Source: an optimization exercise on an open RTL-to-GDS flow (aim: a short achievable clock period and few clock cycles). Production flows keep margins and buffers that such runs may drop. Only simulation tests tie the RTL to the original design; equivalence was not proved. Power is estimated from default activity; no workload was simulated.

Design riscvTop, start of the top module:
module riscvTop (
   input  logic                           CLK,
   input  logic                           RSTn,
   output logic                           iMemCsn,
   output logic [riscvPkg::addrWidth-1:0] iMemAddr,   
   input  logic [31:0]                    iMemData,
   output logic                           dMemCsn,
   output logic [riscvPkg::addrWidth-1:0] dMemAddr,   
   output logic [31:0]                    dMemDout,
   input  logic [31:0]                    dMemData,
   output logic                           dMemWen,
   output logic                           rfWe,
   output logic [4:0]                     rfRa1,
   output logic [4:0]                     rfRa2,
   output logic [4:0]                     rfWa,
   input  logic [31:0]                    rfRd1,
   input  logic [31:0]                    rfRd2,
   output logic [31:0]                    rfWd,
   output logic                           halt,
   output logic [31:0]                    numInst
);
Size: about 3,500 cells after synthesis, about 270 I/O pins.
export LEC_CHECK = 0
export CAP_MARGIN = 20
export CORE_MARGIN = 2
export CORE_UTILIZATION = 40
export SETUP_SLACK_MARGIN = 5
export SLEW_MARGIN = 20
export SYNTH_HIERARCHICAL = 1
export SYNTH_MINIMUM_KEEP_SIZE = 0
export TNS_END_PERCENT = 100
create_clock -name core_clock -period 7.0 [get_ports {CLK}]
run.sh (not shown) runs the stock make flow with config.mk's settings and CLKGATE_MAP_FILE= SYNTH_SCRIPT=/design/flow/synth_recipe.tcl, a recipe that flattens the netlist after the stock synthesis.
Testbench counts at the start, summed over its fixed seeds: cycles 42,083.
Rerun with:
--- a/flow/design.v
+++ b/flow/design.v
@@ -313,18 +313,36 @@
    input  logic       sJ,
    input  logic [4:0] tJ,
    input  logic       sB,
    input  logic [4:0] tB,
    input  logic [4:0] other,
    output logic [4:0] y
 );
    assign y = ({5{sJ}} & tJ) | ({5{sB}} & tB) | other;
 endmodule
+module shr32f (
+   input  logic [31:0] x,
+   input  logic [2:0]  n,
+   output logic [31:0] y
+);
+   logic [3:0][31:0] t;
+   assign t[0] = x;
+   for (genvar l = 0; l < 3; l++) begin : lv
+      for (genvar i = 0; i < 32; i++) begin : b
+         if (i + (1 << l) < 32) begin : m
+            mux2Cell u (.s(n[l]), .a0(t[l][i]), .a1(t[l][i + (1 << l)]), .y(t[l+1][i]));
+         end else begin : z
+            andnCell u (.a(t[l][i]), .b(n[l]), .y(t[l+1][i]));
+         end
+      end
+   end
+   assign y = t[3];
+endmodule
 `timescale 1ns/1ps
 `timescale 1ns/1ps
 module riscvTop (
    input  logic                           CLK,
    input  logic                           RSTn,
    output logic                           iMemCsn,
    output logic [riscvPkg::addrWidth-1:0] iMemAddr,   
    input  logic [31:0]                    iMemData,
    output logic                           dMemCsn,
@@ -394,21 +412,19 @@
    logic [1:0] bht [0:31];
    logic [1:0] dCnt, xCnt, mCnt;
    logic       fTake, rstR, dRedir, dTake;
    logic [4:0] dIdx, xIdx, mIdx;
    logic [9:0] dPc1;
    logic [4:0] bIdx;   
    logic       mBrR, mTaken;
    logic       seqRdR, curR, srcSeq, srcHold, fBhtT;
    assign fBhtT  = (srcSeq && seqRdR) || (srcHold && curR);
-   logic fSame;
-   assign fSame  = fRs1 == fRs2;
-   assign fTake  = fSame ? !f3[0] : (fi[31] || (!rstR && fBhtT));
+   assign fTake  = fi[31] || (!rstR && fBhtT);
    assign dTake  = dBr && !dPred && !rstR && dCnt[1];
    assign dRedir = dTake && dValid && !stall;
    assign fPredT = fJal || (fBr && fTake);
    always_comb begin
       if (fJal)      fImmV = {20'd0, pc4, 2'b00};   
       else if (fLui) fImmV = {fi[31:12], 12'd0};
       else if (fSt)  fImmV = {{20{fi[31]}}, fi[31:25], fi[11:7]};
       else           fImmV = {{20{fi[31]}}, fi[31:20]};
    end
@@ -601,20 +617,25 @@
    assign b = xB;   
    ksAdd32 uAdd (.a(a), .b(b), .ci(xSub), .p(pSum), .cn(cinN), .s(sum));
    assign lt  = pSum[31] ? cinN[31] : a[31];
    zero32 uEq (.x(pSum), .z(eq));
    mux2Cell uMis (.s(eq), .a0(xMisNe), .a1(xMisEq), .y(mis));
    assign resOther = ({32{xXor}} & (a ^ b)) |
                      ({32{xOr}}  & (a | b)) |
                      ({32{xAnd}} & (a & b));
    logic [31:0] sllF, srlF;
-   assign sllF = a << b[2:0];
-   assign srlF = a >> b[2:0];
+   logic [31:0] aRev, sllRev;
+   for (genvar i = 0; i < 32; i++) begin : rev
+      assign aRev[i] = a[31 - i];
+      assign sllF[i] = sllRev[31 - i];
+   end
+   shr32f uSrl (.x(a), .n(b[2:0]), .y(srlF));
+   shr32f uSll (.x(aRev), .n(b[2:0]), .y(sllRev));
    assign resShift = ({32{xSll}} & sllF) | ({32{xSrl}} & srlF);
    logic [31:0] othR;
    assign othR = resOther | resShift | {31'd0, xAdd & sum[0]};
    lateOr32 uRes (.sel({{31{xAdd}}, xSlt}), .late({sum[31:1], lt}), .other(othR), .y(res));
    always_ff @(posedge CLK) begin
       if (RSTn) begin
          mValid <= 1'b0;
          mWe    <= 1'b0;
          mLoad  <= 1'b0;
After rerunning: Clock power is lower by a few percent; area after synthesis is higher by a few percent; clock skew is higher by 0.012 ns; routed wire length is lower by a few percent; count of clock-buffer cells in the layout is higher by 8; design area is higher by a few percent.
Testbench counts after the change, summed over its fixed seeds: cycles 42,309.

==> separate check: timing with driven ports <==
No port has a modelled driver above. Below, the same layouts with a new extraction and two added sets of constraints. Step 1: set_driving_cell puts a clkbuf_16 on CLK and a buf_2 on each other input, an assumption about the parent block. Step 2 adds t to the input delays and takes it off the output delays; t is the mean of the earliest and latest rising clock arrival at the registers after step 1. Input paths then give back, and output paths get back, about the clock's delay inside the block. Slacks: ideal / step 1 / step 2; pairs: ideal / step 1.
run	shift t [ns]	setup WS [ns]	hold WS [ns]
the first run	0.732	4.200 / 4.200 / 3.654	0.326 / 0.326 / 0.326
the second run	0.701	4.399 / 4.399 / 3.874	0.327 / 0.327 / 0.327
After both steps setup and hold are still met in every run listed. For the first run, which loses most, drivers alone change the setup slack by 0.000 ns; drivers and shift together by -0.546 ns.
